This is an optimization exercise on Yosys and OpenROAD, whose aim is small area, a short achievable clock period and few clock cycles, not a production implementation.
RTL that was checked went through simulation tests only; none was proved equivalent to the original.
Only the layout flow was run in run 7; the RTL was not checked for function there.
Power figures rest on the tool's default switching activity, not on a simulated workload.

--- flow/run.sh ---
#!/bin/bash
# The standard layout, with three changes:
# - the port buffers are buf_2 cells instead of the resizer's default (a slow
#   delay cell);
# - the control ports are kept together on one stretch of the bottom edge
#   (flow/pins.tcl), next to the logic between them;
# - after the standard synthesis, the read-address muxes (select m_axis_tready)
#   are rewritten as NAND2 gates (flow/nandmux.py), a faster path from the
#   select to the output with the same function.
set -euo pipefail
export BUFFER_PORTS_ARGS="-buffer_cell sky130_fd_sc_hd__buf_2"
export PRE_IO_PLACEMENT_TCL="$PWD/flow/pins.tcl"
R=orfs/results/sky130hd/axi_bram2axis/base
bash standard.sh synth > synth.log 2>&1
python3 flow/nandmux.py "$R/1_2_yosys.v" > nandmux.log 2>&1
rm -f "$R/1_synth.odb" "$R/1_synth.sdc"
bash standard.sh > standard.log 2>&1
--- flow/nandmux.py ---
#!/usr/bin/env python3
"""Rewrite each 2:1 mux cell that drives a read-address output in the synthesized
netlist as three NAND2 cells and a shared inverter on the select:
    X = S ? A1 : A0  ->  X = nand(nand(S, A1), nand(~S, A0))
The function is unchanged; the path from the select to the output gets
shorter than through the mux cell. Usage: nandmux.py NETLIST (rewritten in place)."""
import re
import sys

path = sys.argv[1]
text = open(path).read()
inst = re.compile(
    r"^(\s*)sky130_fd_sc_hd__mux2_\d+\s+(\S+)\s*\(\s*"
    r"\.A0\(([^()]*)\),\s*\.A1\(([^()]*)\),\s*\.S\(([^()]*)\),\s*\.X\((o_bs2a_rdaddr\[\d+\])\)\s*\);",
    re.M,
)
sel_inv = {}
wires = []
count = 0


def net(g):
    """A net name as written in a port connection; an escaped name keeps the
    space that ends it."""
    g = g.strip()
    return g + " " if g.startswith("\\") else g


def rewrite(m):
    global count
    ind, name, a0, a1, s, x = (net(g) if i else g for i, g in enumerate(m.groups()))
    key = s
    if key not in sel_inv:
        k = len(sel_inv)
        sel_inv[key] = f"nandmux_seln_{k}"
        wires.append(sel_inv[key])
        inv = f"{ind}sky130_fd_sc_hd__inv_2 nandmux_inv_{k} (\n{ind}  .A({s}),\n{ind}  .Y({sel_inv[key]})\n{ind});\n"
    else:
        inv = ""
    sn = sel_inv[key]
    n1, n0 = f"nandmux_{count}_n1", f"nandmux_{count}_n0"
    wires.extend([n1, n0])
    out = (
        inv
        + f"{ind}sky130_fd_sc_hd__nand2_1 nandmux_{count}_g1 (\n{ind}  .A({s}),\n{ind}  .B({a1}),\n{ind}  .Y({n1})\n{ind});\n"
        + f"{ind}sky130_fd_sc_hd__nand2_1 nandmux_{count}_g0 (\n{ind}  .A({sn}),\n{ind}  .B({a0}),\n{ind}  .Y({n0})\n{ind});\n"
        + f"{ind}sky130_fd_sc_hd__nand2_1 nandmux_{count}_go (\n{ind}  .A({n1}),\n{ind}  .B({n0}),\n{ind}  .Y({x})\n{ind});"
    )
    count += 1
    return out


text = inst.sub(rewrite, text)
if count:
    decl = "".join(f"  wire {w};\n" for w in wires)
    # declare the new wires right after the module header
    head = re.search(r"^module\s+axi_bram2axis\s*\([^;]*\);\n", text, re.M)
    text = text[: head.end()] + decl + text[head.end():]
open(path, "w").write(text)
print(f"rewrote {count} muxes, {len(sel_inv)} select inverters")
--- flow/pins.tcl ---
# Keep the control ports on one stretch of the bottom edge.
set_io_pin_constraint -region bottom:145-245 -pin_names [get_ports {
  clk rst i_bs2a_start i_bs2a_data_size_bytes* o_bs2a_done o_bs2a_rden
  o_bs2a_rdaddr* m_axis_tvalid m_axis_tready m_axis_tlast}]
--- standard.sh ---
#!/bin/bash
# synth_recipe.tcl (not shown) runs the flow's synth.tcl, then flattens the netlist and writes it again
# the make line also repeats each setting of config.mk as NAME=value (left out here)
make -C /OpenROAD-flow-scripts/flow DESIGN_CONFIG=/design/flow/config.mk WORK_HOME=/design/flow/orfs CLKGATE_MAP_FILE= SYNTH_SCRIPT=/design/flow/synth_recipe.tcl "${@:-finish}"
--- config.mk ---
export PLATFORM = sky130hd
export DESIGN_NAME = axi_bram2axis
export DESIGN_NICKNAME = axi_bram2axis
export VERILOG_FILES = /design/flow/design.v
export SDC_FILE = /design/flow/constraint.sdc
export NUM_CORES = 4
export LEC_CHECK = 0
export CAP_MARGIN = 20
export CORE_AREA = 5 5 385 385
export CTS_BUF_LIST = sky130_fd_sc_hd__clkbuf_8
export CTS_CLUSTER_DIAMETER = 100
export CTS_CLUSTER_SIZE = 50
export DIE_AREA = 0 0 390 390
export SETUP_SLACK_MARGIN = 2.2
export SLEW_MARGIN = 20
export SYNTH_HIERARCHICAL = 1
export SYNTH_MINIMUM_KEEP_SIZE = 0
--- constraint.sdc ---
create_clock -name core_clock -period 5.0 [get_ports {clk}]
set_input_delay 1.0000 -clock core_clock [delete_from_list [all_inputs] [get_ports {clk}]]
set_output_delay 1.0000 -clock core_clock [all_outputs]
set_load 0.01 [all_outputs]
--- design.v ---
module axi_bram2axis_amux #(
  parameter int W = 26
) (
  input  logic         sel,
  input  logic [W-1:0] a,
  input  logic [W-1:0] b,
  output logic [W-1:0] y
);
  assign y = sel ? a : b;
endmodule
module axi_bram2axis #(
  parameter int AXI_DATA_WIDTH      = 512,
  parameter int AXI_XFER_SIZE_WIDTH = 32,
  parameter int BRAM_ADDR_WIDTH     = 32,
  parameter int BRAM_DATA_WIDTH     = 512,
  parameter int BRAM_DELAY          = 2,
  parameter int FIFO_DEPTH          = BRAM_DELAY + 2
) (
  input  logic                           clk,
  input  logic                           rst,
  input  logic                           i_bs2a_start,
  output logic                           o_bs2a_done,
  input  logic [AXI_XFER_SIZE_WIDTH-1:0] i_bs2a_data_size_bytes,
  output logic                           o_bs2a_rden,
  output logic [BRAM_ADDR_WIDTH-1:0]     o_bs2a_rdaddr,
  input  logic [BRAM_DATA_WIDTH-1:0]     i_bs2a_rddata,
  output logic                           m_axis_tvalid,
  input  logic                           m_axis_tready,
  output logic [AXI_DATA_WIDTH-1:0]      m_axis_tdata,
  output logic                           m_axis_tlast
);
  localparam int NW = AXI_XFER_SIZE_WIDTH - 6;
  localparam int GW = 4;
  localparam int NG = (NW + GW - 1) / GW;
  logic          done_q;    
  logic          rden_q;    
  logic          vld_q;     
  logic          last_q;    
  logic [NG-1:0] en_q;      
  logic [NW-1:0] w_q;       
  logic [NW-1:0] rem_q;     
  logic [NW-1:0] n_in, nxt, rem_dec, addr;
  logic          go, acc, vld_d, last_d, en_d;
  assign n_in = i_bs2a_data_size_bytes[AXI_XFER_SIZE_WIDTH-1:6];
  assign go   = i_bs2a_start && (n_in != '0);
  assign acc  = vld_q && m_axis_tready;
  assign vld_d  = rden_q && !done_q && !acc;
  assign last_d = vld_q ? last_q : (rem_q == NW'(1));
  assign en_d   = vld_d && !last_d;
  always_comb begin
    for (int i = 0; i < NW; i++) begin
      logic [NW-1:0] lo, glo;
      lo         = (NW'(1) << i) - NW'(1);
      glo        = lo & ~((NW'(1) << (i / GW * GW)) - NW'(1));
      nxt[i]     = (en_q[i / GW] && &(w_q | ~glo)) ? ~w_q[i]   : w_q[i];
      rem_dec[i] = (&(~rem_q | ~lo))               ? ~rem_q[i] : rem_q[i];
    end
  end
  axi_bram2axis_amux #(.W(NW)) u_amux (
    .sel(m_axis_tready), .a(nxt), .b(w_q), .y(addr)
  );
  assign o_bs2a_rden   = !done_q;
  assign o_bs2a_rdaddr = BRAM_ADDR_WIDTH'(addr);
  assign o_bs2a_done   = done_q;
  assign m_axis_tvalid = vld_q;
  assign m_axis_tdata  = i_bs2a_rddata;
  assign m_axis_tlast  = last_q;
  always_ff @(posedge clk) begin
    if (rst) begin
      done_q <= 1'b1;
      rden_q <= 1'b0;
      vld_q  <= 1'b0;
      en_q   <= '0;
    end else begin
      rden_q <= o_bs2a_rden;
      vld_q  <= vld_d;
      for (int g = 0; g < NG; g++)
        en_q[g] <= en_d && &(w_q | ~((NW'(1) << (g * GW)) - NW'(1)));
      if (done_q) begin
        if (go) done_q <= 1'b0;
      end else if (acc && last_q) begin
        done_q <= 1'b1;
      end
    end
  end
  always_ff @(posedge clk) begin
    if (rst || done_q) w_q <= '0;
    else if (acc)      w_q <= nxt;
  end
  always_ff @(posedge clk) begin
    if (done_q)                rem_q <= n_in;
    else if (!vld_q && rden_q) rem_q <= rem_dec;
    last_q <= last_d;
  end
endmodule
==> results of run 1 <==
## critical path, stage by stage
cell,delay (ns)
sky130_fd_sc_hd__buf_6,0.22
sky130_fd_sc_hd__inv_2,0.17
sky130_fd_sc_hd__nand2_1,0.10
sky130_fd_sc_hd__nand2_1,0.09
sky130_fd_sc_hd__buf_2,0.15
## per-stage QoR
stage               total power, mW  instances  hold slack (ns)
CTS                           1.146       2392           0.4902
global placement             0.6883       2377           0.4652
finish                        1.133       2392           0.4943
global route                  1.182       2392           0.5117
floorplan                     1.085        952           0.4531
detailed placement           0.6906       2377           0.4782
## sequential cells by signal, indices dropped and copies added (netlist names)
| signal | flops |
|---|---|
| last_q | 1 |
| w_q | 26 |
| en_q | 7 |
| vld_q | 1 |
| rden_q | 1 |
| rem_q | 26 |
| done_q | 1 |
## worst max path at each step
stage | from | to | slack, ns | cells past startpoint
2_1_floorplan | m_axis_tready | o_bs2a_rdaddr[13] | 2.49 | 5
3_3_place_gp | m_axis_tready | o_bs2a_rdaddr[19] | 1.94 | 5
3_5_place_dp | m_axis_tready | o_bs2a_rdaddr[19] | 1.93 | 5
4_1_cts | m_axis_tready | o_bs2a_rdaddr[19] | 2.27 | 5
5_1_grt | m_axis_tready | o_bs2a_rdaddr[19] | 2.22 | 5
6_report | m_axis_tready | o_bs2a_rdaddr[19] | 2.26 | 5
## power groups by stage
stage	combinational (mW)	clock [mW]	sequential (mW)
3_3_place_gp	0.0876	0	0.601
5_1_grt	0.100	0.488	0.594
4_1_cts	0.0898	0.466	0.590
3_5_place_dp	0.0888	0	0.602
2_1_floorplan	0.489	0	0.595
6_report	0.0892	0.454	0.591
## cell type report
class                   instances  area [um2]
repair buffers                 61       316.6
well taps                    1903        2381
fillers                     17020      137200
multi-input cells             339        1823
clock inverters                 4       45.04
inverters                      11       46.29
flip-flops and latches         63        1521
clock buffers                  11       151.4
## layout by cell type, fill, tap and decap left out, types with 2 or more instances in the layout
cell	count
sky130_fd_sc_hd__xor2_1	14
sky130_fd_sc_hd__clkinv_2	3
sky130_fd_sc_hd__inv_2	3
sky130_fd_sc_hd__dfxtp_1	37
sky130_fd_sc_hd__a21oi_1	17
sky130_fd_sc_hd__nor2_1	16
sky130_fd_sc_hd__clkbuf_8	11
sky130_fd_sc_hd__o21ai_0	45
sky130_fd_sc_hd__or2_2	2
sky130_fd_sc_hd__nand2_1	134
sky130_fd_sc_hd__xnor2_1	14
sky130_fd_sc_hd__nor3_1	10
sky130_fd_sc_hd__edfxtp_1	26
sky130_fd_sc_hd__o31ai_1	3
sky130_fd_sc_hd__nor4_1	10
sky130_fd_sc_hd__or3_1	10
sky130_fd_sc_hd__o41ai_2	2
sky130_fd_sc_hd__conb_1	6
sky130_fd_sc_hd__nand4_1	17
sky130_fd_sc_hd__a21o_1	4
sky130_fd_sc_hd__buf_2	58
sky130_fd_sc_hd__inv_1	7
sky130_fd_sc_hd__and4_1	2
sky130_fd_sc_hd__nand3_1	10
sky130_fd_sc_hd__o41ai_1	2
sky130_fd_sc_hd__buf_4	2
sky130_fd_sc_hd__ha_1	7
## per-layer routing
layer / routed length, um / part of all wire [%] / track usage [%] / up-vias
li1: - / - / - / 1593
met5: 43 / 0.057 / 0.2233 / -
met4: 1856 / 2.5 / 2.130 / 2
met3: 29140 / 39 / 17.10 / 150
met2: 35680 / 48 / 15.49 / 726
met1: 8258 / 11 / 2.920 / 1715
==> impl_summary.log, run 1 <==
INFO  metric grt_first_pass_wirelength = a little over 80000 um
INFO  metric post_cts_resize_count = 2
INFO  metric total_switching_power = about 0.28 mW
INFO  metric fmax = approximately 0.36 GHz
INFO  metric effective_utilization_at_floorplan = 5.155%
INFO  metric worst-setup-path-type = primary input to output pin
INFO  metric min_to = w_q[24]
INFO  metric switching_fraction = about 25%
INFO  metric setup.reg_to_reg.worst_slack = 2.79 ns
INFO  metric number_of_antenna_violations_at_the_first_check_in_global_routing = 0
INFO  metric reg2reg_from = rem_q[0]
INFO  metric globalRoute.totalOverflow = 0
INFO  metric tritoncts_num_sinks = between 60 and 70
INFO  metric routed_wl = between 70000 and 80000 um
INFO  metric num_io_pins = between 1000 and 1500
INFO  metric timing.max_cap.violations = 0
INFO  metric drtIter0Drc = roughly 250
INFO  metric path_max_fanout = 31
INFO  metric detailed_place_hpwl = approximately 71000 um
INFO  metric finalWeightedCongestion = around 0.76
INFO  metric startpoint_type = primary input
INFO  metric design.die.area = around 150000 um2
INFO  metric route.detailed.wl_per_inst = around 31 um
INFO  metric final-hold-violation-count = 0
INFO  metric tightest_slew = 0.9362 ns
INFO  metric cp_data_required_time = 4.00 ns
INFO  metric netlist_area = about 7400 um2
INFO  metric cell_internal_pwr = ~0.85 mW
INFO  metric number_of_global_route_vias_before_repair = a little over 4000
INFO  metric regToRegEndpoint = rem_q[12]
INFO  metric clkPwrFrac = about two fifths
INFO  metric final_period_minus_worst_setup_slack = about 2.7 ns
INFO  metric postLayoutSetupSlackWorst = between 2 and 2.5 ns
INFO  metric max_slew_margin = between 30% and 40%
INFO  metric clock_skew = 0.01352 ns
INFO  metric fin_crit_sh = a little over half
INFO  metric timing.hold.worst.start = w_q[24]
INFO  metric worstHoldPathCells = 2
INFO  metric die_width = between 300 and 400 um
INFO  metric worst_ep_arrival_time = approximately 1.7 ns
INFO  metric core_area = 143500 um2
INFO  metric groute.usage.overall = between 9 and 10%
INFO  metric drc_markers = 0
INFO  metric cts_tree = built
INFO  metric die_y = slightly below 400 um
INFO  metric layout.core_utilization = under 10%
INFO  metric antenna_cells_inserted = 0
INFO  metric sequentialPowerShare = 52.1%
INFO  metric post_cts_buffers = 0
INFO  metric number_of_instances_in_the_synthesized_netlist = 947
INFO  metric worst_setup_hold_path_clk_slew = around 0.080 ns
INFO  metric syn-mean-instance-area = between 7 and 8 um2
INFO  metric clk_latency = roughly 0.35 ns
INFO  metric num_cts_buffers = 9
INFO  metric crit_path_end_kind = output pin
INFO  metric leakagePower = ~1.7 nW
INFO  metric r2r_cells = 4
INFO  metric viasPerCell = approximately 1.8
INFO  metric combinationalPowerShare = 7.9%
INFO  metric cts_root_buffer = sky130_fd_sc_hd__clkbuf_8
INFO  metric grt_max_degree = a little over 60
INFO  metric setup-violations-final = 0
INFO  metric vias = 4186
INFO  metric totalNegativeSetupSlack = 0 ns
INFO  metric placed_area = slightly above 6000 um2
INFO  metric htree_num_levels = 3
INFO  metric synthesis.yosys.warnings = 7
INFO  metric drive_gt1_share = 18.40%
INFO  metric detail_route.first_pass.iterations = 5
INFO  metric rsz0062_at_grt = false
INFO  metric ir_drop = approximately 0.11 mV
INFO  metric ctsLongestPathBuffers = 2
INFO  metric floorplan.rows = ~140
INFO  metric finalInstanceArea = 6285 um2
INFO  metric layout-area-overhead-vs-synth = -15.04%
INFO  metric report.final.slew_viol_count = 0
INFO  metric io_buffer_count = 59
INFO  metric residual_antenna_violating_net_count_after_detailed_routing = 0
INFO  metric fin_nets = 1040
INFO  metric status = complete, no violations
INFO  metric power_density = between 150 and 200 nW/um2
INFO  metric timing.hold.worst.class = flip-flop to flip-flop
INFO  metric postCtsHoldBufs = 0
INFO  metric preCtsSetupSlack = ~1.9 ns
Testbench counts, summed over its fixed seeds: cycles 13,562.
==> run 2: changes to the inputs <==
--- a/config.mk
+++ b/config.mk
@@ -11,7 +11,7 @@
 export CTS_CLUSTER_DIAMETER = 100
 export CTS_CLUSTER_SIZE = 50
 export DIE_AREA = 0 0 390 390
-export SETUP_SLACK_MARGIN = 2.2
+export SETUP_SLACK_MARGIN = 2.6
 export SLEW_MARGIN = 20
 export SYNTH_HIERARCHICAL = 1
 export SYNTH_MINIMUM_KEEP_SIZE = 0
==> run 2 against run 1 <==
Cell area up 13%. First-iteration DRC count decreased by 29%. Critical endpoint is now o_bs2a_rdaddr[0]. Setup slack better by 0.26 ns. Clock skew shrank 0.0011 ns. Via count rose by 2.7%. Final cell count up 0.84%.
==> impl_summary.log, run 2 <==
INFO  metric design.die.area = roughly 150000 um2
INFO  metric setup.reg_to_reg.worst_slack = slightly above 3 ns
INFO  metric cts_root_buffer = sky130_fd_sc_hd__clkbuf_8
INFO  metric antenna_cells_inserted = 0
INFO  metric preCtsSetupSlack = approximately 1.9 ns
INFO  metric clk_latency = between 0.3 and 0.4 ns
INFO  metric worst-setup-path-type = primary input to output pin
INFO  metric globalRoute.totalOverflow = 0
INFO  metric ir_drop = 0.09136 mV
INFO  metric die_y = about 390 um
INFO  metric clock_skew = about 0.012 ns
INFO  metric slowest_stage_delay_on_critical_path = 0.14 ns
INFO  metric met3_length = 30460 um
INFO  metric fin_crit_sh = between 40% and 50%
INFO  metric drc_markers = 0
INFO  metric reg2reg_from = rem_q[12]
INFO  metric detail_route.first_pass.iterations = 5
INFO  metric leakagePower = 2.040 nW
INFO  metric number_of_global_route_vias_before_repair = ~4100
INFO  metric syn-mean-instance-area = 7.811 um2
INFO  metric worstHoldPathCells = 2
INFO  metric vias = 4297
INFO  metric route.detailed.wl_per_inst = roughly 32 um
INFO  metric worst_ep_arrival_time = between 1 and 1.5 ns
INFO  metric timing.hold.worst.start = w_q[8]
INFO  metric top_signal_layer_used = met5
INFO  metric status = complete, no violations
INFO  metric viasPerCell = 1.782
INFO  metric max_slew_margin = 56.98%
INFO  metric postLayoutSetupSlackWorst = about 2.5 ns
INFO  metric timing.critical_path.max_delay_family = buffers and inverters
INFO  metric worst_setup_hold_path_clk_slew = around 0.060 ns
INFO  metric residual_antenna_violating_net_count_after_detailed_routing = 0
INFO  metric cts_tree = built
INFO  metric ctsLongestPathBuffers = 2
INFO  metric final_period_minus_worst_setup_slack = 2.485 ns
INFO  metric fin_nets = approximately 1100
INFO  metric number_of_instances_in_the_synthesized_netlist = between 900 and 1000
INFO  metric cp_cell_sequence = buf_16 -> clkinv_8 -> nand2_2 -> nand2_4 -> buf_6
INFO  metric leading_cell_types_in_the_layout_fill_and_taps_excluded = sky130_fd_sc_hd__nand2_1, sky130_fd_sc_hd__nand2_2, sky130_fd_sc_hd__o21ai_0
INFO  metric power_density = 166.0 nW/um2
INFO  metric critical_path_cell_count = 5
INFO  metric layout-area-overhead-vs-synth = -4.415%
INFO  metric number_of_antenna_violations_at_the_first_check_in_global_routing = 0
INFO  metric grt_first_pass_wirelength = 84880 um
INFO  metric totalNegativeSetupSlack = 0 ns
INFO  metric cpMaxStageDelayCell = sky130_fd_sc_hd__buf_16
INFO  metric regToRegEndpoint = rem_q[22]
INFO  metric core_area = around 140000 um2
INFO  metric groute.usage.overall = a little under a tenth
INFO  metric num_io_pins = around 1100
INFO  metric netlist_area = roughly 7400 um2
INFO  metric crit_buf_inv = 3
INFO  metric drtIter0Drc = ~180
INFO  metric detailed_place_hpwl = approximately 71000 um
INFO  metric io_buffer_count = 59
INFO  metric fmax = 0.4025 GHz
INFO  metric floorplan.rows = around 140
INFO  metric grt_max_degree = between 60 and 70
INFO  metric crit_path_end_kind = output pin
INFO  metric finalWeightedCongestion = between 0.8 and 0.9
INFO  metric timing.max_cap.violations = 0
INFO  metric report.final.slew_viol_count = 0
INFO  metric path_max_fanout = 6
INFO  metric reg_top3 = rem_q x26, w_q x26, en_q x7
INFO  metric cp_data_required_time = around 4.0 ns
INFO  metric r2r_cells = 4
INFO  metric min_to = w_q[8]
INFO  metric met2RoutedLength = ~38000 um
INFO  metric final.fill_count = ~17000
INFO  metric timing.hold.worst.class = flip-flop to flip-flop
INFO  metric routed_wl = roughly 77000 um
INFO  metric die_width = ~390 um
INFO  metric synthesis.yosys.warnings = 7
INFO  metric tightest_slew = ~0.65 ns
INFO  metric met1Wirelength = roughly 5600 um
INFO  metric num_cts_buffers = 9
INFO  metric htree_num_levels = 3
INFO  metric most_common_library_cell_in_the_layout_ignoring_fill_and_taps = sky130_fd_sc_hd__nand2_1
INFO  metric setup-violations-final = 0
INFO  metric final-hold-violation-count = 0
INFO  metric startpoint_type = primary input
INFO  metric effective_utilization_at_floorplan = a little over 5%
INFO  metric drive_gt1_share = 39.29%
INFO  metric tritoncts_num_sinks = 63
INFO  metric rsz0062_at_grt = true
## run 2: changes by cell type in the layout (fill, tap and decap cells not counted), moves of 12 or more
cell and delta:
sky130_fd_sc_hd__buf_4 +12, sky130_fd_sc_hd__buf_6 +25, sky130_fd_sc_hd__nand2_2 +47, sky130_fd_sc_hd__nand2_1 -68, sky130_fd_sc_hd__nand2_4 +21, sky130_fd_sc_hd__buf_2 -25, sky130_fd_sc_hd__dfxtp_1 -18
## run 2: worst max path at each step
stage | end | slack, ns | from
after floorplan | o_bs2a_rdaddr[17] | 2.56 | m_axis_tready
after global placement | en_q[6] | 1.94 | m_axis_tready
after detailed placement | en_q[3] | 1.94 | m_axis_tready
after CTS | o_bs2a_rdaddr[6] | 2.54 | m_axis_tready
after global routing | o_bs2a_rdaddr[7] | 2.50 | m_axis_tready
final | o_bs2a_rdaddr[0] | 2.52 | m_axis_tready
## run 2: worst register-to-register path, cell delays in order (launching register included)
cell	delay (ns)
sky130_fd_sc_hd__edfxtp_1	0.43
sky130_fd_sc_hd__nor3_1	0.41
sky130_fd_sc_hd__nand3b_1	0.38
sky130_fd_sc_hd__nor2_1	0.28
sky130_fd_sc_hd__a31o_2	0.20
## run 2: stage by stage
step / instance area (um2) / util (%) / instances / power (mW) / hold slack (ns)
6_report: 7071 / 4.928 / 2412 / 1.174 / 0.5054
3_3_place_gp: 6150 / 4.286 / 2377 / 0.6895 / 0.4663
4_1_cts: 6852 / 4.775 / 2399 / 1.183 / 0.4865
2_1_floorplan: 7492 / - / 952 / 1.087 / 0.4531
3_5_place_dp: 6150 / 4.286 / 2377 / 0.6928 / 0.4743
5_1_grt: 7071 / 4.928 / 2412 / 1.225 / 0.5283
## run 2: layout make-up
| class | instances | area [um2] | share of cell area, % |
|---|---|---|---|
| Inverter | 11 | 82.58 | 1.168 |
| Timing Repair inverter | 3 | 32.53 | 0.4601 |
| Clock inverter | 4 | 43.79 | 0.6194 |
| Tap cell | 1903 | 2381 | 33.68 |
| Clock buffer | 12 | 165.2 | 2.336 |
| Multi-Input combinational cell | 339 | 2128 | 30.10 |
| Timing Repair Buffer | 77 | 673.1 | 9.520 |
| Sequential cell | 63 | 1564 | 22.12 |
## run 2: report_power, final
part | internal (mW) | switching [mW]
Clock | 0.268 | 0.205
Sequential | 0.563 | 0.0239
Combinational | 0.0449 | 0.0689
Total | 0.876 | 0.298
## run 2: layer usage
layer | GRT usage (%) | vias to the layer above
li1 | - | 1644
met1 | 1.885 | 1775
met2 | 16.40 | 687
met3 | 18.11 | 185
met4 | 2.597 | 6
met5 | 1.340 | -
## run 2: repair_timing
item | 4_1_cts | 5_1_grt
hold buffers | 0 | 0
endpoints found under the setup margin | 47 | 34
pin swaps | 16 | 15
cloned | 5 | 1
resized for setup | 103 | 39
setup buffers | 1 | 12
==> run 3: changes to the inputs <==
--- a/config.mk
+++ b/config.mk
@@ -11,7 +11,7 @@
 export CTS_CLUSTER_DIAMETER = 100
 export CTS_CLUSTER_SIZE = 50
 export DIE_AREA = 0 0 390 390
-export SETUP_SLACK_MARGIN = 2.6
+export SETUP_SLACK_MARGIN = 2.4
 export SLEW_MARGIN = 20
 export SYNTH_HIERARCHICAL = 1
 export SYNTH_MINIMUM_KEEP_SIZE = 0
==> run 3 against run 2 <==
Still clean. Clock power decreased by 4.2%. Non-clock buffer count decreased by 16. Register-to-register slack worse by 0.22 ns. Fmax shrank 3.8%. Die area is the same. Sequential cell count did not move. Synthesized cell count did not move. Critical endpoint is now o_bs2a_rdaddr[19]. Highest routed layer is now met4.
==> impl_summary.log, run 3 <==
INFO  metric num_cts_buffers = 9
INFO  metric cts_root_buffer = sky130_fd_sc_hd__clkbuf_8
INFO  metric placed_area = roughly 6000 um2
INFO  metric ir_drop = about 0.11 mV
INFO  metric finalWeightedCongestion = around 0.76
INFO  metric number_of_antenna_violations_at_the_first_check_in_global_routing = 0
INFO  metric clock_skew = 0.01425 ns
INFO  metric startpoint_type = primary input
INFO  metric max_slew_margin = about 37%
INFO  metric number_of_global_route_vias_before_repair = 4068
INFO  metric netlist_area = 7397 um2
INFO  metric fmax = between 0.3 and 0.4 GHz
INFO  metric timing.critical_path.max_delay_family = buffers and inverters
INFO  metric rsz0062_at_grt = true
INFO  metric post_cts_buffers = 0
INFO  metric layout-area-overhead-vs-synth = -14.80%
INFO  metric tritoncts_num_sinks = 63
INFO  metric drtIter0Drc = 244
INFO  metric worst_setup_hold_path_clk_slew = about 0.08 ns
INFO  metric floorplan.rows = 139
INFO  metric grt_first_pass_wirelength = 82920 um
INFO  metric timing.hold.worst.start = w_q[24]
INFO  metric die_width = around 390 um
INFO  metric timing.max_cap.violations = 0
INFO  metric setup.reg_to_reg.worst_slack = between 2 and 3 ns
INFO  metric final_period_minus_worst_setup_slack = 2.583 ns
INFO  metric leading_cell_types_in_the_layout_fill_and_taps_excluded = sky130_fd_sc_hd__nand2_1, sky130_fd_sc_hd__buf_2, sky130_fd_sc_hd__o21ai_0
INFO  metric ctsLongestPathBuffers = 2
INFO  metric crit_buf_inv = 3
INFO  metric clk_latency = about 0.35 ns
INFO  metric crit_path_end_kind = output pin
INFO  metric regToRegEndpoint = rem_q[12]
INFO  metric vias = 4216
INFO  metric design.die.area = ~150000 um2
INFO  metric report.final.slew_viol_count = 0
INFO  metric synthesis.yosys.warnings = 7
INFO  metric cp_data_required_time = ~4.0 ns
INFO  metric grt_max_degree = 62
INFO  metric worstSetupEndpoint = o_bs2a_rdaddr[19]
INFO  metric htree_num_levels = 3
INFO  metric groute.usage.overall = ~9.2%
INFO  metric fin_nets = roughly 1000
INFO  metric fin_crit_sh = 51.67%
INFO  metric effective_utilization_at_floorplan = 5.155%
INFO  metric antenna_cells_inserted = 0
INFO  metric layout.core_utilization = under 10%
INFO  metric number_of_instances_in_the_synthesized_netlist = between 900 and 1000
INFO  metric reg2reg_from = rem_q[7]
INFO  metric core_area = around 140000 um2
INFO  metric most_common_library_cell_in_the_layout_ignoring_fill_and_taps = sky130_fd_sc_hd__nand2_1
INFO  metric num_io_pins = between 1000 and 1500
INFO  metric status = complete, no violations
INFO  metric totalNegativeSetupSlack = 0 ns
INFO  metric finalHoldWorstSlack = around 0.49 ns
INFO  metric r2r_cells = 4
INFO  metric cpMaxStageDelayCell = sky130_fd_sc_hd__buf_12
INFO  metric final-hold-violation-count = 0
INFO  metric finalInstanceArea = between 6000 and 7000 um2
INFO  metric tightest_slew = 0.9441 ns
INFO  metric detailed_place_hpwl = around 71000 um
INFO  metric route.detailed.wl_per_inst = about 31 um
INFO  metric die_y = roughly 400 um
INFO  metric leakagePower = 1.707 nW
INFO  metric reg_top3 = rem_q x26, w_q x26, en_q x7
INFO  metric cp_cell_sequence = buf_12 -> inv_6 -> nand2_1 -> nand2_1 -> buf_2
INFO  metric timing.hold.worst.class = flip-flop to flip-flop
INFO  metric globalRoute.totalOverflow = 0
INFO  metric drive_gt1_share = 18.61%
INFO  metric worst-setup-path-type = primary input to output pin
INFO  metric drc_markers = 0
INFO  metric critical_path_cell_count = 5
INFO  metric routed_wl = 75020 um
INFO  metric path_max_fanout = 31
INFO  metric residual_antenna_violating_net_count_after_detailed_routing = 0
INFO  metric cp_common_cell = sky130_fd_sc_hd__nand2_1
INFO  metric viasPerCell = 1.763
INFO  metric io_buffer_count = 59
INFO  metric power_density = 180.1 nW/um2
INFO  metric slowest_stage_delay_on_critical_path = ~0.15 ns
INFO  metric cts_tree = built
INFO  metric detail_route.first_pass.iterations = 4
INFO  metric worstSetupStartpoint = m_axis_tready
INFO  metric worst_ep_arrival_time = 1.58 ns
INFO  metric setup-violations-final = 0
INFO  metric syn-mean-instance-area = around 7.8 um2
## run 3: area by class of cell
class	instances	area [um2]
Tap cell	1903	2381
Clock inverter	4	45.04
Timing Repair Buffer	61	325.3
Clock buffer	11	151.4
Inverter	11	53.80
Fill cell	17020	137200
Sequential cell	63	1523
Multi-Input combinational cell	339	1823
## run 3: metal layers
layer	vias up	track usage [%]	share of wire, %	wire length (um)
met4	0	2.130	2.5	1857
li1	1600	-	-	-
met2	737	15.49	48	35780
met5	-	0.2233	0	0
met1	1729	2.917	11	8265
met3	150	17.10	39	29110
## run 3: stage by stage
stage | cells | total power [mW] | setup WS [ns]
2_1_floorplan | 952 | 1.085 | 2.487
3_3_place_gp | 2377 | 0.6883 | 1.936
3_5_place_dp | 2377 | 0.6906 | 1.928
4_1_cts | 2392 | 1.147 | 2.398
5_1_grt | 2392 | 1.183 | 2.385
6_report | 2392 | 1.135 | 2.417
## run 3: how the worst min path moves through the flow
stage | endpoint | slack [ns] | cells past startpoint
2_1_floorplan | w_q[24] | 0.45 | 2
3_3_place_gp | w_q[24] | 0.47 | 2
3_5_place_dp | w_q[24] | 0.48 | 2
4_1_cts | w_q[24] | 0.49 | 2
5_1_grt | w_q[24] | 0.51 | 2
6_report | w_q[24] | 0.49 | 2
## run 3: power breakdown
group / switching, mW / internal (mW)
Sequential: 0.0230 / 0.568
Clock: 0.201 / 0.252
Combinational: 0.0582 / 0.0329
## run 3: timing repair
item / CTS / global route
gates cloned: 0 / 0
endpoints found under the setup margin: 31 / 10
hold buffers: 0 / 0
gates resized for setup: 6 / 2
endpoints found under the hold margin: 0 / 0
## run 3: worst register-to-register path, stage by stage (launching register included)
cell and delay, ns:
sky130_fd_sc_hd__edfxtp_1 0.43, sky130_fd_sc_hd__nor4_4 0.37, sky130_fd_sc_hd__nand4_1 0.49, sky130_fd_sc_hd__nor3_1 0.46, sky130_fd_sc_hd__or2_2 0.18
==> run 4: changes to the inputs <==
==> flow/run.sh (replaced) <==
#!/bin/bash
# The standard layout, with four changes:
# - the port buffers are buf_2 cells instead of the resizer's default (a slow
#   delay cell);
# - the control ports are kept together on one stretch of the bottom edge
#   (flow/pins.tcl), next to the logic between them;
# - the clock tree is built without dummy loads;
# - after the standard synthesis, the read-address muxes (select m_axis_tready)
#   are rewritten as NAND2 gates (flow/nandmux.py), a faster path from the
#   select to the output with the same function.
set -euo pipefail
export BUFFER_PORTS_ARGS="-buffer_cell sky130_fd_sc_hd__buf_2"
export PRE_IO_PLACEMENT_TCL="$PWD/flow/pins.tcl"
export CTS_ARGS="-sink_clustering_enable -repair_clock_nets -sink_clustering_size 50 -sink_clustering_max_diameter 100 -buf_list sky130_fd_sc_hd__clkbuf_8 -dont_use_dummy_load"
R=orfs/results/sky130hd/axi_bram2axis/base
bash standard.sh synth > synth.log 2>&1
python3 flow/nandmux.py "$R/1_2_yosys.v" > nandmux.log 2>&1
rm -f "$R/1_synth.odb" "$R/1_synth.sdc"
bash standard.sh > standard.log 2>&1
--- a/config.mk
+++ b/config.mk
@@ -11,7 +11,7 @@
 export CTS_CLUSTER_DIAMETER = 100
 export CTS_CLUSTER_SIZE = 50
 export DIE_AREA = 0 0 390 390
-export SETUP_SLACK_MARGIN = 2.4
+export SETUP_SLACK_MARGIN = 2.5
 export SLEW_MARGIN = 20
 export SYNTH_HIERARCHICAL = 1
 export SYNTH_MINIMUM_KEEP_SIZE = 0
==> run 4 against run 3 <==
Non-clock buffer count up 3. Power is 9.2% lower. Sequential power hardly changed. Synthesized cell count stayed put. Clock-buffer cell count shrank 2. Routed wire length fell by 3.1%. Via count fell by 1.4%. Hold slack improved by 0.0031 ns. Core utilization rose by 0.13 points. Final cell count about the same. Critical endpoint is now o_bs2a_rdaddr[12].
==> impl_summary.log, run 4 <==
INFO  metric status = complete, no violations
INFO  metric worst-setup-path-type = primary input to output pin
INFO  metric design_power_total = just over 1 mW
INFO  metric number_of_global_route_vias_before_repair = 4061
INFO  metric tritoncts_num_sinks = 63
INFO  metric synthesis.yosys.warnings = 7
INFO  metric timing.hold.worst.class = flip-flop to flip-flop
INFO  metric die_y = just under 400 um
INFO  metric leakagePower = ~1.7 nW
INFO  metric max_slew_margin = roughly 56%
INFO  metric groute.usage.overall = 8.946%
INFO  metric slowest_stage_delay_on_critical_path = 0.14 ns
INFO  metric final-hold-violation-count = 0
INFO  metric effective_utilization_at_floorplan = under 10%
INFO  metric drc_markers = 0
INFO  metric residual_antenna_violating_net_count_after_detailed_routing = 0
INFO  metric cts_tree = built
INFO  metric power_density = roughly 160 nW/um2
INFO  metric report.final.slew_viol_count = 0
INFO  metric die_width = slightly below 400 um
INFO  metric cts_root_buffer = sky130_fd_sc_hd__clkbuf_8
INFO  metric finalHoldWorstSlack = 0.4942 ns
INFO  metric worst_setup_hold_path_clk_slew = ~0.070 ns
INFO  metric cp_data_required_time = approximately 4.0 ns
INFO  metric core_area = 143500 um2
INFO  metric leading_cell_types_in_the_layout_fill_and_taps_excluded = sky130_fd_sc_hd__nand2_1, sky130_fd_sc_hd__buf_2, sky130_fd_sc_hd__o21ai_0
INFO  metric cp_cell_sequence = buf_16 -> inv_8 -> nand2_1 -> nand2_2 -> buf_2
INFO  metric design.die.area = around 150000 um2
INFO  metric clk_latency = around 0.34 ns
INFO  metric globalRoute.totalOverflow = 0
INFO  metric fin_nets = 1045
INFO  metric finalWeightedCongestion = roughly 0.76
INFO  metric layout-area-overhead-vs-synth = -12.28%
INFO  metric number_of_antenna_violations_at_the_first_check_in_global_routing = 0
INFO  metric num_cts_buffers = 9
INFO  metric setup-violations-final = 0
INFO  metric worst_ep_arrival_time = about 1.5 ns
INFO  metric crit_path_end_kind = output pin
INFO  metric rsz0062_at_grt = true
INFO  metric path_max_fanout = 5
INFO  metric num_io_pins = approximately 1100
INFO  metric ir_drop = between 0.08 and 0.09 mV
INFO  metric netlist_area = about 7400 um2
INFO  metric detail_route.first_pass.iterations = 4
INFO  metric syn-mean-instance-area = 7.811 um2
INFO  metric grt_first_pass_wirelength = a little over 80000 um
INFO  metric post_cts_buffers = 0
INFO  metric reg_top3 = rem_q x26, w_q x26, en_q x7
INFO  metric drtIter0Drc = 219
INFO  metric number_of_instances_in_the_synthesized_netlist = approximately 950
INFO  metric totalNegativeSetupSlack = 0 ns
INFO  metric route.detailed.wl_per_inst = ~30 um
INFO  metric final_period_minus_worst_setup_slack = about 2.5 ns
INFO  metric tightest_slew = 0.6577 ns
INFO  metric most_common_library_cell_in_the_layout_ignoring_fill_and_taps = sky130_fd_sc_hd__nand2_1
INFO  metric fmax = between 0.4 and 0.5 GHz
INFO  metric drive_gt1_share = 24.59%
INFO  metric timing.max_cap.violations = 0
INFO  metric clock_skew = slightly below 0.02 ns
INFO  metric postCtsHoldBufs = 0
INFO  metric fin_crit_sh = 49.59%
INFO  metric routed_wl = between 70000 and 80000 um
INFO  metric ctsLongestPathBuffers = 2
INFO  metric vias = 4156
INFO  metric floorplan.rows = ~140
INFO  metric cpMaxStageDelayCell = sky130_fd_sc_hd__buf_16
INFO  metric detailed_place_hpwl = a little under 70000 um
INFO  metric io_buffer_count = 59
INFO  metric antenna_cells_inserted = 0
INFO  metric viasPerCell = around 1.7
INFO  metric htree_num_levels = 3
INFO  metric startpoint_type = primary input
INFO  metric crit_buf_inv = 3
INFO  metric grt_max_degree = 62
INFO  metric timing.critical_path.max_delay_family = buffers and inverters
[run 4: through the flow]
stage / std cells / area (um2) / utilization, % / setup slack, ns
after CTS: 2388 / 6372 / 4.441 / 2.500
final: 2391 / 6489 / 4.522 / 2.520
after global routing: 2391 / 6489 / 4.522 / 2.468
after floorplan: 952 / 7421 / - / 2.521
after detailed placement: 2377 / 6087 / 4.242 / 1.946
after global placement: 2377 / 6087 / 4.242 / 1.966
[run 4: power by group]
group          internal, mW  leakage [nW]  switching (mW)
Combinational        0.0407          1.09          0.0614
Sequential            0.568         0.569          0.0239
Clock                 0.160        0.0647           0.176
Total                 0.769          1.73           0.261
[run 4: layer usage]
layer | GRT usage (%) | up-vias | wire length (um)
met5 | 0 | - | 0
met4 | 1.976 | 0 | 1748
met3 | 16.20 | 165 | 27370
met2 | 15.39 | 697 | 35400
met1 | 2.797 | 1694 | 8135
li1 | - | 1600 | -
[run 4: path summary, 6_finish.rpt]
| check | from | endpoint | slack (ns) | depth (start not counted) |
|---|---|---|---|---|
| setup / recovery | m_axis_tready | o_bs2a_rdaddr[12] | 2.52 | 5 |
| hold / removal | w_q[24] | w_q[24] | 0.49 | 2 |
| setup reg to reg | rem_q[0] | rem_q[12] | 2.73 | 4 |
| hold reg to reg | w_q[24] | w_q[24] | 0.49 | 2 |
[run 4: layout make-up]
type | count | area (um2)
clock buffer | 9 | 123.9
fill | 16990 | 137000
inverter | 11 | 82.58
multi-input combinational | 339 | 1873
timing repair buffer | 64 | 473.0
sequential | 63 | 1535
timing repair inverter | 2 | 20.02
tap | 1903 | 2381
[run 4: what timing repair did]
item | CTS | global route
gates resized for setup | 38 | 20
cloned | 2 | 3
pin swaps | 4 | 5
endpoints found under the setup margin | 44 | 22
[run 4: worst min-delay path, delay by kind of cell, from the launching register on]
family             cells  cell delay [ns]
DFF                    1             0.34
and+or+nand+nor        1             0.06
AOI/OAI and AO/OA      1             0.05
==> run 5: changes to the inputs <==
--- a/config.mk
+++ b/config.mk
@@ -11,7 +11,7 @@
 export CTS_CLUSTER_DIAMETER = 100
 export CTS_CLUSTER_SIZE = 50
 export DIE_AREA = 0 0 390 390
-export SETUP_SLACK_MARGIN = 2.5
+export SETUP_SLACK_MARGIN = 2.4
 export SLEW_MARGIN = 20
 export SYNTH_HIERARCHICAL = 1
 export SYNTH_MINIMUM_KEEP_SIZE = 0
==> run 5 against run 4 <==
Largest power group unchanged. Clock power hardly changed. Combinational power shrank 11%. Core utilization shrank 0.18 points. Sequential cell count unchanged. Die area stayed put. First-iteration DRC count up 0.91%. Sequential power about the same. Sequential share of layout area up 0.78 points.
==> impl_summary.log, run 5 <==
INFO  metric number_of_antenna_violations_at_the_first_check_in_global_routing = 0
INFO  metric io_buffer_count = between 50 and 60
INFO  metric final_period_minus_worst_setup_slack = between 2 and 3 ns
INFO  metric combinationalPowerShare = just under 9%
INFO  metric tightest_slew = between 0.9 and 1 ns
INFO  metric groute.usage.overall = a little over 9%
INFO  metric vias = 4217
INFO  metric clkPwrFrac = 33.1%
INFO  metric routed_wl = 74940 um
INFO  metric cp_cell_sequence = buf_12 -> inv_6 -> nand2_1 -> nand2_1 -> buf_2
INFO  metric drc_markers = 0
INFO  metric cell_internal_pwr = between 0.7 and 0.8 mW
INFO  metric clock_skew = 0.02131 ns
INFO  metric die_width = approximately 390 um
INFO  metric timing.max_cap.violations = 0
INFO  metric clk_latency = roughly 0.35 ns
INFO  metric viasPerCell = 1.767
INFO  metric netlist_area = ~7400 um2
INFO  metric synthesis.yosys.warnings = 7
INFO  metric design_power_total = between 1 and 1.5 mW
INFO  metric htree_num_levels = 3
INFO  metric most_common_library_cell_in_the_layout_ignoring_fill_and_taps = sky130_fd_sc_hd__nand2_1
INFO  metric drtIter0Drc = between 200 and 250
INFO  metric die_y = 390 um
INFO  metric postCtsHoldBufs = 0
INFO  metric rsz0062_at_grt = true
INFO  metric worst_setup_hold_path_clk_slew = ~0.070 ns
INFO  metric setup.reg_to_reg.worst_slack = about 2.8 ns
INFO  metric switching_fraction = between 20% and 30%
INFO  metric worstHoldPathCells = 2
INFO  metric fin_nets = around 1000
INFO  metric core_area = 143500 um2
INFO  metric globalRoute.totalOverflow = 0
INFO  metric worst-setup-path-type = primary input to output pin
INFO  metric number_of_global_route_vias_before_repair = ~4000
INFO  metric crit_path_end_kind = output pin
INFO  metric cp_common_cell = sky130_fd_sc_hd__nand2_1
INFO  metric fin_crit_sh = about half
INFO  metric floorplan.rows = approximately 140
INFO  metric post_cts_resize_count = 6
INFO  metric number_of_instances_in_the_synthesized_netlist = 947
INFO  metric worst_ep_arrival_time = ~1.6 ns
INFO  metric detailed_place_hpwl = around 71000 um
INFO  metric sequentialPowerShare = between 50 and 60%
INFO  metric leading_cell_types_in_the_layout_fill_and_taps_excluded = sky130_fd_sc_hd__nand2_1, sky130_fd_sc_hd__buf_2, sky130_fd_sc_hd__o21ai_0
INFO  metric total_switching_power = 0.2586 mW
INFO  metric ir_drop = 0.1170 mV
INFO  metric power_density = around 160 nW/um2
INFO  metric syn-mean-instance-area = 7.811 um2
INFO  metric effective_utilization_at_floorplan = ~5.2%
INFO  metric route.detailed.wl_per_inst = 31.41 um
INFO  metric r2r_cells = 4
INFO  metric finalHoldWorstSlack = 0.4883 ns
INFO  metric startpoint_type = primary input
INFO  metric post_cts_buffers = 0
INFO  metric antenna_cells_inserted = 0
INFO  metric drive_gt1_share = roughly 18%
INFO  metric layout-area-overhead-vs-synth = -15.78%
INFO  metric grt_first_pass_wirelength = approximately 83000 um
INFO  metric tritoncts_num_sinks = 63
INFO  metric status = complete, no violations
INFO  metric grt_max_degree = between 60 and 70
INFO  metric cpMaxStageDelayCell = sky130_fd_sc_hd__buf_12
INFO  metric ctsLongestPathBuffers = 2
INFO  metric path_max_fanout = 31
INFO  metric report.final.slew_viol_count = 0
INFO  metric leakagePower = 1.667 nW
INFO  metric timing.hold.worst.class = flip-flop to flip-flop
INFO  metric setup-violations-final = 0
INFO  metric cp_data_required_time = 4.00 ns
INFO  metric final.fill_count = about 17000
INFO  metric num_io_pins = ~1100
INFO  metric max_slew_margin = between 30% and 40%
INFO  metric num_cts_buffers = 9
INFO  metric cts_tree = built
INFO  metric fmax = slightly below 0.4 GHz
INFO  metric design.die.area = ~150000 um2
INFO  metric reg_top3 = rem_q x26, w_q x26, en_q x7
INFO  metric slowest_stage_delay_on_critical_path = ~0.15 ns
INFO  metric residual_antenna_violating_net_count_after_detailed_routing = 0
INFO  metric detail_route.first_pass.iterations = 5
INFO  metric totalNegativeSetupSlack = 0 ns
INFO  metric final-hold-violation-count = 0
INFO  metric cts_root_buffer = sky130_fd_sc_hd__clkbuf_8
INFO  metric finalWeightedCongestion = 0.7629
==> run 5: per-stage QoR <==
step	cell area, um2	setup WS, ns	utilization [%]	std cells
floorplan	7416	2.487	-	952
global placement	6082	1.936	4.239	2377
detailed placement	6082	1.928	4.239	2377
CTS	6226	2.398	4.339	2386
global route	6230	2.385	4.342	2386
finish	6230	2.411	4.342	2386
==> run 5: layout make-up <==
type / instances / area [um2] / share of cell area [%]
Sequential cell: 63 / 1523 / 24.44
Tap cell: 1903 / 2381 / 38.22
Multi-Input combinational cell: 339 / 1823 / 29.26
Inverter: 11 / 53.80 / 0.8636
Timing Repair Buffer: 61 / 325.3 / 5.222
Clock buffer: 9 / 123.9 / 1.988
==> run 5: power by group through the flow <==
| stage | Clock, mW | Sequential, mW | Combinational (mW) |
|---|---|---|---|
| after CTS | 0.345 | 0.591 | 0.0911 |
| after detailed placement | 0 | 0.602 | 0.0888 |
| final | 0.338 | 0.591 | 0.0906 |
| after floorplan | 0 | 0.595 | 0.489 |
| after global routing | 0.370 | 0.594 | 0.102 |
| after global placement | 0 | 0.601 | 0.0876 |
==> run 5: routing by layer <==
layer / GRT usage, % / share of wire [%] / wire length (um)
met2: 15.48 / 48 / 35720
met5: 0.2233 / 0.057 / 43
met3: 17.10 / 39 / 29060
met1: 2.923 / 11 / 8272
met4: 2.090 / 2.5 / 1848
==> run 5: final timing paths <==
path                  endpoint           from
max          o_bs2a_rdaddr[19]  m_axis_tready
min reg2reg            w_q[24]        w_q[24]
min                    w_q[24]        w_q[24]
max reg2reg          rem_q[12]       rem_q[7]
==> run 5: worst max-delay path: cells and delay by family <==
kind	cells	cell delay, ns
buffers and inverters	3	0.40
AND/OR/NAND/NOR	2	0.17
==> run 6: changes to the inputs <==
--- a/flow/run.sh
+++ b/flow/run.sh
@@ -1,6 +1,6 @@
 #!/bin/bash
 # The standard layout, with four changes:
-# - the port buffers are buf_2 cells instead of the resizer's default (a slow
+# - the port buffers are buf_1 cells instead of the resizer's default (a slow
 #   delay cell);
 # - the control ports are kept together on one stretch of the bottom edge
 #   (flow/pins.tcl), next to the logic between them;
@@ -9,7 +9,7 @@
 #   are rewritten as NAND2 gates (flow/nandmux.py), a faster path from the
 #   select to the output with the same function.
 set -euo pipefail
-export BUFFER_PORTS_ARGS="-buffer_cell sky130_fd_sc_hd__buf_2"
+export BUFFER_PORTS_ARGS="-buffer_cell sky130_fd_sc_hd__buf_1"
 export PRE_IO_PLACEMENT_TCL="$PWD/flow/pins.tcl"
 export CTS_ARGS="-sink_clustering_enable -repair_clock_nets -sink_clustering_size 50 -sink_clustering_max_diameter 100 -buf_list sky130_fd_sc_hd__clkbuf_8 -dont_use_dummy_load"
 R=orfs/results/sky130hd/axi_bram2axis/base
==> run 6 against run 5 <==
Still clean on timing, DRC and antenna. Synthesized cell count stayed put. Sequential power hardly changed. Sequential cell count stayed put. Final cell count is 0.13% higher. Largest cell class unchanged.
==> impl_summary.log, run 6 <==
INFO  metric status = complete, no violations
INFO  metric grt_first_pass_wirelength = approximately 83000 um
INFO  metric finalWeightedCongestion = ~0.78
INFO  metric fin_nets = 1043
INFO  metric route.detailed.wl_per_inst = roughly 31 um
INFO  metric design.die.area = 152100 um2
INFO  metric final-hold-violation-count = 0
INFO  metric vias = ~4200
INFO  metric crit_path_end_kind = output pin
INFO  metric met2RoutedLength = around 36000 um
INFO  metric met1Wirelength = approximately 8200 um
INFO  metric routed_wl = 74970 um
INFO  metric most_common_library_cell_in_the_layout_ignoring_fill_and_taps = sky130_fd_sc_hd__nand2_1
INFO  metric setup-violations-final = 0
INFO  metric clock_skew = 0.02325 ns
INFO  metric preCtsSetupSlack = 1.665 ns
INFO  metric top_signal_layer_used = met4
INFO  metric totalNegativeSetupSlack = 0 ns
INFO  metric final.fill_count = between 15000 and 20000
INFO  metric ctsLongestPathBuffers = 2
INFO  metric die_width = 390 um
INFO  metric fin_crit_sh = 51.62%
INFO  metric worst_setup_hold_path_clk_slew = about 0.070 ns
INFO  metric floorplan.rows = 139
INFO  metric drtIter0Drc = about 300
INFO  metric die_y = about 390 um
INFO  metric core_area = ~140000 um2
INFO  metric effective_utilization_at_floorplan = ~5.2%
INFO  metric max_slew_margin = between 30% and 40%
INFO  metric netlist_area = 7397 um2
INFO  metric timing.max_cap.violations = 0
INFO  metric number_of_instances_in_the_synthesized_netlist = 947
INFO  metric io_buffer_count = approximately 60
INFO  metric antenna_cells_inserted = 0
INFO  metric path_max_fanout = 11
INFO  metric cts_root_buffer = sky130_fd_sc_hd__clkbuf_8
INFO  metric groute.usage.overall = approximately 9.2%
INFO  metric cp_data_required_time = 4.00 ns
INFO  metric grt_max_degree = 62
INFO  metric num_cts_buffers = 9
INFO  metric leakagePower = around 1.5 nW
INFO  metric rsz0062_at_grt = true
INFO  metric syn-mean-instance-area = about 7.8 um2
INFO  metric number_of_global_route_vias_before_repair = about 4000
INFO  metric timing.hold.worst.class = flip-flop to flip-flop
INFO  metric clk_latency = 0.35 ns
INFO  metric worst-setup-path-type = primary input to output pin
INFO  metric power_density = around 160 nW/um2
INFO  metric detailed_place_hpwl = ~70000 um
INFO  metric htree_num_levels = 3
INFO  metric leading_cell_types_in_the_layout_fill_and_taps_excluded = sky130_fd_sc_hd__nand2_1, sky130_fd_sc_hd__o21ai_0, sky130_fd_sc_hd__buf_1
INFO  metric startpoint_type = primary input
INFO  metric residual_antenna_violating_net_count_after_detailed_routing = 0
INFO  metric met3_length = slightly below 30000 um
INFO  metric reg_top3 = rem_q x26, w_q x26, en_q x7
INFO  metric report.final.slew_viol_count = 0
INFO  metric drc_markers = 0
INFO  metric ir_drop = 0.1015 mV
INFO  metric tightest_slew = 0.9131 ns
INFO  metric detail_route.first_pass.iterations = 4
INFO  metric cts_tree = built
INFO  metric design_power_total = 1.022 mW
INFO  metric drive_gt1_share = approximately 9%
INFO  metric synthesis.yosys.warnings = 7
INFO  metric final_period_minus_worst_setup_slack = between 2 and 3 ns
INFO  metric tritoncts_num_sinks = 63
INFO  metric fmax = approximately 0.39 GHz
INFO  metric number_of_antenna_violations_at_the_first_check_in_global_routing = 0
INFO  metric globalRoute.totalOverflow = 0
INFO  metric num_io_pins = approximately 1100
INFO  metric layout-area-overhead-vs-synth = -15.43%
INFO  metric worst_ep_arrival_time = 1.58 ns
INFO  metric postLayoutSetupSlackWorst = roughly 2.4 ns
INFO  metric viasPerCell = 1.766
==> run 6: critical path, cell delays in order <==
cell and delay (ns):
sky130_fd_sc_hd__buf_16 0.13, sky130_fd_sc_hd__buf_12 0.14, sky130_fd_sc_hd__inv_6 0.05, sky130_fd_sc_hd__nand2_1 0.05
sky130_fd_sc_hd__nand2_1 0.07, sky130_fd_sc_hd__buf_2 0.13
==> run 6: routing by layer <==
| metal | global-route usage, % | vias up |
|---|---|---|
| met2 | 15.40 | 731 |
| met1 | 2.946 | 1740 |
| met4 | 2.076 | 0 |
| li1 | - | 1597 |
| met5 | 0.2233 | - |
| met3 | 17.14 | 150 |
==> run 6: where the power goes <==
part	switching (mW)	internal [mW]
Sequential	0.0233	0.568
Clock	0.176	0.160
Combinational	0.0599	0.0353
Total	0.259	0.763
==> run 6: worst paths after layout <==
kind	from	endpoint	slack, ns	cells after the start
setup / recovery	m_axis_tready	o_bs2a_rdaddr[1]	2.42	6
hold / removal	w_q[24]	w_q[24]	0.49	2
setup reg to reg	rem_q[6]	rem_q[12]	2.75	4
hold reg to reg	w_q[24]	w_q[24]	0.49	2
==> run 6: layout make-up <==
class | count | area, um2 | share of cell area [%]
multi-input combinational | 339 | 1823 | 29.14
clock buffer | 9 | 123.9 | 1.980
sequential | 63 | 1525 | 24.38
tap | 1903 | 2381 | 38.06
timing repair buffer | 64 | 346.6 | 5.540
inverter | 11 | 56.30 | 0.9000
==> run 6: timing repair <==
action | 4_1_cts | 5_1_grt
hold buffers | 0 | 0
pin swaps | 0 | 3
setup buffers | 0 | 0
gates resized for setup | 19 | 13
cloned | 0 | 2
setup endpoints to repair | 48 | 20
==> run 6: metrics by stage <==
stage          std cells  cell area (um2)  hold slack, ns  utilization [%]
2_1_floorplan        952             7416          0.4531                -
3_3_place_gp        2378             6016          0.4638            4.193
3_5_place_dp        2378             6016          0.4735            4.193
4_1_cts             2387             6178          0.4840            4.306
5_1_grt             2389             6256          0.4977            4.360
6_report            2389             6256          0.4888            4.360
==> run 7: changes to the inputs <==
--- a/design.v
+++ b/design.v
@@ -2,11 +2,11 @@
   parameter int W = 26
 ) (
   input  logic         sel,
-  input  logic [W-1:0] a,
+  input  logic [W-1:0] c,
   input  logic [W-1:0] b,
   output logic [W-1:0] y
 );
-  assign y = sel ? a : b;
+  assign y = b ^ (c & {W{sel}});
 endmodule
 module axi_bram2axis #(
   parameter int AXI_DATA_WIDTH      = 512,
@@ -39,7 +39,7 @@
   logic [NG-1:0] en_q;      
   logic [NW-1:0] w_q;       
   logic [NW-1:0] rem_q;     
-  logic [NW-1:0] n_in, nxt, rem_dec, addr;
+  logic [NW-1:0] n_in, nxt, cy, rem_dec, addr;
   logic          go, acc, vld_d, last_d, en_d;
   assign n_in = i_bs2a_data_size_bytes[AXI_XFER_SIZE_WIDTH-1:6];
   assign go   = i_bs2a_start && (n_in != '0);
@@ -52,12 +52,13 @@
       logic [NW-1:0] lo, glo;
       lo         = (NW'(1) << i) - NW'(1);
       glo        = lo & ~((NW'(1) << (i / GW * GW)) - NW'(1));
-      nxt[i]     = (en_q[i / GW] && &(w_q | ~glo)) ? ~w_q[i]   : w_q[i];
-      rem_dec[i] = (&(~rem_q | ~lo))               ? ~rem_q[i] : rem_q[i];
+      cy[i]      = en_q[i / GW] && &(w_q | ~glo);
+      rem_dec[i] = (&(~rem_q | ~lo)) ? ~rem_q[i] : rem_q[i];
     end
   end
+  assign nxt = w_q ^ cy;
   axi_bram2axis_amux #(.W(NW)) u_amux (
-    .sel(m_axis_tready), .a(nxt), .b(w_q), .y(addr)
+    .sel(m_axis_tready), .c(cy), .b(w_q), .y(addr)
   );
   assign o_bs2a_rden   = !done_q;
   assign o_bs2a_rdaddr = BRAM_ADDR_WIDTH'(addr);
==> flow/run.sh (replaced) <==
#!/bin/bash
# The standard layout, with three changes:
# - the port buffers are buf_2 cells instead of the resizer's default (a slow
#   delay cell);
# - the control ports are kept together on one stretch of the bottom edge
#   (flow/pins.tcl), next to the logic between them;
# - the clock tree is built without dummy loads.
set -euo pipefail
export BUFFER_PORTS_ARGS="-buffer_cell sky130_fd_sc_hd__buf_2"
export PRE_IO_PLACEMENT_TCL="$PWD/flow/pins.tcl"
export CTS_ARGS="-sink_clustering_enable -repair_clock_nets -sink_clustering_size 50 -sink_clustering_max_diameter 100 -buf_list sky130_fd_sc_hd__clkbuf_8 -dont_use_dummy_load"
bash standard.sh > standard.log 2>&1
removed: flow/nandmux.py
==> run 7 against run 6 <==
Critical endpoint is now o_bs2a_rdaddr[12]. Non-clock buffer count is 2 lower. Critical path depth shrank 2. Die area unchanged. Clock-buffer cell count stayed put. Highest routed layer is now met5. Clock skew shrank 0.0091 ns. Core utilization barely moved. Largest power group unchanged.
==> impl_summary.log, run 7 <==
INFO  metric final_cells = around 2300
INFO  metric tightest_slew = 0.9886 ns
INFO  metric globalRoute.totalOverflow = 0
INFO  metric clk_latency = approximately 0.35 ns
INFO  metric postCtsHoldBufs = 0
INFO  metric layout-area-overhead-vs-synth = -14.28%
INFO  metric grt_max_degree = 62
INFO  metric status = complete, no violations
INFO  metric rsz0062_at_grt = false
INFO  metric preCtsSetupSlack = roughly 2.0 ns
INFO  metric post_cts_buffers = 0
INFO  metric clock_skew = roughly 0.014 ns
INFO  metric io_buffer_count = 59
INFO  metric timing.hold.worst.class = flip-flop to flip-flop
INFO  metric drive_gt1_share = approximately 25%
INFO  metric htree_num_levels = 3
INFO  metric detail_route.first_pass.iterations = 4
INFO  metric finalInstanceArea = around 6200 um2
INFO  metric report.final.slew_viol_count = 0
INFO  metric path_max_fanout = 14
INFO  metric viasPerCell = ~1.6
INFO  metric final.fill_count = 17000
INFO  metric detailed_place_hpwl = 72830 um
INFO  metric netlist_area = approximately 7200 um2
INFO  metric number_of_antenna_violations_at_the_first_check_in_global_routing = 0
INFO  metric reg_top3 = rem_q x26, w_q x26, en_q x7
INFO  metric cts_tree = built
INFO  metric final-hold-violation-count = 0
INFO  metric dominantRegCellSynth = sky130_fd_sc_hd__dfxtp_1
INFO  metric post_synth_main_area_contributors = sky130_fd_sc_hd__buf_4, sky130_fd_sc_hd__edfxtp_1, sky130_fd_sc_hd__dfxtp_1
INFO  metric totalNegativeSetupSlack = 0 ns
INFO  metric drtIter0Drc = ~380
INFO  metric min_to = w_q[8]
INFO  metric synth_enable_flop_cells = 26
INFO  metric number_of_global_route_vias_before_repair = approximately 3600
INFO  metric final_period_minus_worst_setup_slack = between 2 and 3 ns
INFO  metric ctsLongestPathBuffers = 2
INFO  metric core_area = around 140000 um2
INFO  metric number_of_instances_in_the_synthesized_netlist = 889
INFO  metric design.die.area = 152100 um2
INFO  metric routed_wl = between 70000 and 80000 um
INFO  metric syn-mean-instance-area = between 8 and 9 um2
INFO  metric slowest_stage_delay_on_critical_path = approximately 0.19 ns
INFO  metric regToRegEndpoint = rem_q[17]
INFO  metric synth_top_area_cell = sky130_fd_sc_hd__buf_4
INFO  metric fin_nets = about 1000
INFO  metric synth-async-reset-ratio = 0%
INFO  metric worstHoldPathCells = 2
INFO  metric num_cts_buffers = 9
INFO  metric crit_path_end_kind = output pin
INFO  metric vias = around 3800
INFO  metric timing.hold.worst.start = w_q[8]
INFO  metric placed_area = between 5000 and 6000 um2
INFO  metric cp_cell_sequence = buf_16 -> nand2_1 -> xnor2_1 -> buf_2
INFO  metric leading_cell_types_in_the_layout_fill_and_taps_excluded = sky130_fd_sc_hd__nand2_1, sky130_fd_sc_hd__buf_2, sky130_fd_sc_hd__o21ai_0, sky130_fd_sc_hd__dfxtp_1, sky130_fd_sc_hd__nor2_1
INFO  metric route.detailed.wl_per_inst = 32.99 um
INFO  metric cpMaxStageDelayCell = sky130_fd_sc_hd__xnor2_1
INFO  metric place_inst = approximately 2300
INFO  metric tritoncts_num_sinks = 63
INFO  metric residual_antenna_violating_net_count_after_detailed_routing = 0
INFO  metric ir_drop = roughly 0.12 mV
INFO  metric num_io_pins = 1096
INFO  metric drc_markers = 0
INFO  metric fmax = 0.3928 GHz
INFO  metric worst_setup_hold_path_clk_slew = 0.05 ns
INFO  metric synth_seq_cells = 63
INFO  metric antenna_cells_inserted = 0
INFO  metric fin_crit_sh = just over 50%
INFO  metric setup-violations-final = 0
INFO  metric setup.reg_to_reg.worst_slack = slightly below 3 ns
INFO  metric postLayoutSetupSlackWorst = 2.454 ns
INFO  metric die_y = about 390 um
INFO  metric leakagePower = ~1.6 nW
INFO  metric synth-seq-area-share = between 20% and 30%
INFO  metric reg2reg_from = rem_q[6]
INFO  metric groute.usage.overall = roughly a tenth
INFO  metric floorplan.rows = between 100 and 150
INFO  metric synthMostInstantiatedCell = sky130_fd_sc_hd__buf_4
INFO  metric effective_utilization_at_floorplan = 5.050%
INFO  metric max_slew_margin = about a third
INFO  metric synthesis.yosys.warnings = 7
INFO  metric power_density = around 160 nW/um2
INFO  metric yosys.area.top_type_share = around 54%
INFO  metric timing.max_cap.violations = 0
INFO  metric worst_ep_arrival_time = 1.55 ns
INFO  metric finalWeightedCongestion = between 0.9 and 1
INFO  metric most_common_library_cell_in_the_layout_ignoring_fill_and_taps = sky130_fd_sc_hd__nand2_1
INFO  metric worst-setup-path-type = primary input to output pin
INFO  metric startpoint_type = primary input
INFO  metric cts_root_buffer = sky130_fd_sc_hd__clkbuf_8
INFO  metric cp_data_required_time = 4.00 ns
INFO  metric synth_common_cells = sky130_fd_sc_hd__buf_4, sky130_fd_sc_hd__nand2_1, sky130_fd_sc_hd__dfxtp_1
INFO  metric r2r_cells = 3
INFO  metric post_synth_num_cell_types = 46
INFO  metric grt_first_pass_wirelength = 84060 um
INFO  metric die_width = 390 um
[run 7: worst max-delay path: cells and delay by family]
kind | cells | cell delay (ns)
XOR/XNOR | 1 | 0.19
AND/OR/NAND/NOR | 1 | 0.07
buffers and inverters | 2 | 0.28
[run 7: final cells by class]
class / count / area, um2 / share of cell area (%)
Tap cell: 1903 / 2381 / 38.34
Multi-Input combinational cell: 289 / 1798 / 28.95
Sequential cell: 63 / 1526 / 24.58
Timing Repair Buffer: 62 / 357.8 / 5.761
Clock buffer: 9 / 123.9 / 1.994
Inverter: 5 / 23.77 / 0.3828
[run 7: where the power goes]
part	internal, mW	switching (mW)	total [mW]	leakage, nW
clock network	0.160	0.174	0.334	0.0647
logic	0.0348	0.0597	0.0944	0.990
registers	0.568	0.0238	0.592	0.565
total	0.763	0.257	1.02	1.62
[run 7: repair_timing]
action                                  CTS  global route
gates resized for setup                  12             9
pin swaps                                 0             1
gates cloned                              0             1
endpoints found under the setup margin   26            11
[run 7: logic make-up (layout without fill, tap and decap cells)]
logic type,Yosys count,after routing,share of synthesized area [%]
compound gates,59,59,5.008
fa+ha+maj,7,7,1.209
other cells,1,6,0.05175
simple gates,172,172,11.76
buf+inv,542,76,55.53
flops,63,63,21.00
xor+xnor,45,45,5.440
[run 7: per-layer routing]
layer | wire [um] | vias to the layer above | track usage (%) | share of wire, %
li1 | - | 1378 | - | -
met1 | 7492 | 1606 | 2.617 | 9.7
met2 | 35640 | 708 | 15.66 | 46
met3 | 30590 | 130 | 18.18 | 40
met4 | 2626 | 4 | 2.223 | 3.4
met5 | 539 | - | 2.520 | 0.70
[run 7: worst max path at each step]
| stage | from | end | slack, ns | cells after the start |
|---|---|---|---|---|
| 2_1_floorplan | m_axis_tready | o_bs2a_rdaddr[10] | 2.49 | 4 |
| 3_3_place_gp | m_axis_tready | o_bs2a_rdaddr[10] | 2.00 | 4 |
| 3_5_place_dp | m_axis_tready | o_bs2a_rdaddr[9] | 1.98 | 4 |
| 4_1_cts | m_axis_tready | o_bs2a_rdaddr[9] | 2.40 | 4 |
| 5_1_grt | w_q[4] | o_bs2a_rdaddr[7] | 2.40 | 5 |
| 6_report | m_axis_tready | o_bs2a_rdaddr[12] | 2.45 | 4 |
[run 7: per-stage QoR]
stage,hold WS (ns),power (mW),utilization (%)
after floorplan,0.4642,1.079,-
after global placement,0.4882,0.6873,4.151
after detailed placement,0.4971,0.6912,4.151
after CTS,0.5063,1.027,4.285
after global routing,0.5326,1.064,4.329
final,0.5019,1.020,4.329

[separate check: timing with driven ports]
No port has a modelled driver above. Below, the same layouts with a new extraction and two added sets of constraints. Step 1 assumes that a clkbuf_16 drives the clock port and a buf_2 every other input. Step 2 also shifts input and output timing later by t, the mid clock arrival at the registers, as if the neighbouring blocks saw the same clock. Three values: ideal, step 1, step 2; two values: the first two.
run | shift t [ns] | setup slack, ns | hold slack, ns | worst setup path after step 2 | latest minus earliest clock arrival (ns)
run 1 | 0.372 | 2.256 / 2.214 / 2.214 | 0.494 / 0.494 / 0.494 | input to output | 0.014 / 0.014
run 2 | 0.379 | 2.515 / 2.213 / 2.213 | 0.505 / 0.505 / 0.505 | input to output | 0.013 / 0.013
run 3 | 0.373 | 2.417 / 2.367 / 2.290 | 0.491 / 0.491 / 0.491 | input to register | 0.015 / 0.014
run 4 | 0.361 | 2.520 / 2.273 / 2.273 | 0.494 / 0.494 / 0.494 | input to output | 0.019 / 0.019
run 5 | 0.363 | 2.411 / 2.362 / 2.327 | 0.488 / 0.488 / 0.488 | input to register | 0.022 / 0.022
run 6 | 0.368 | 2.419 / 2.324 / 2.276 | 0.489 / 0.489 / 0.489 | input to register | 0.024 / 0.023
run 7 | 0.368 | 2.454 / 2.308 / 2.308 | 0.502 / 0.502 / 0.502 | input to output | 0.014 / 0.014
After both steps every run listed still meets setup and hold. For run 2, which loses most, drivers alone change the setup slack by -0.302 ns; drivers and shift together by -0.302 ns.
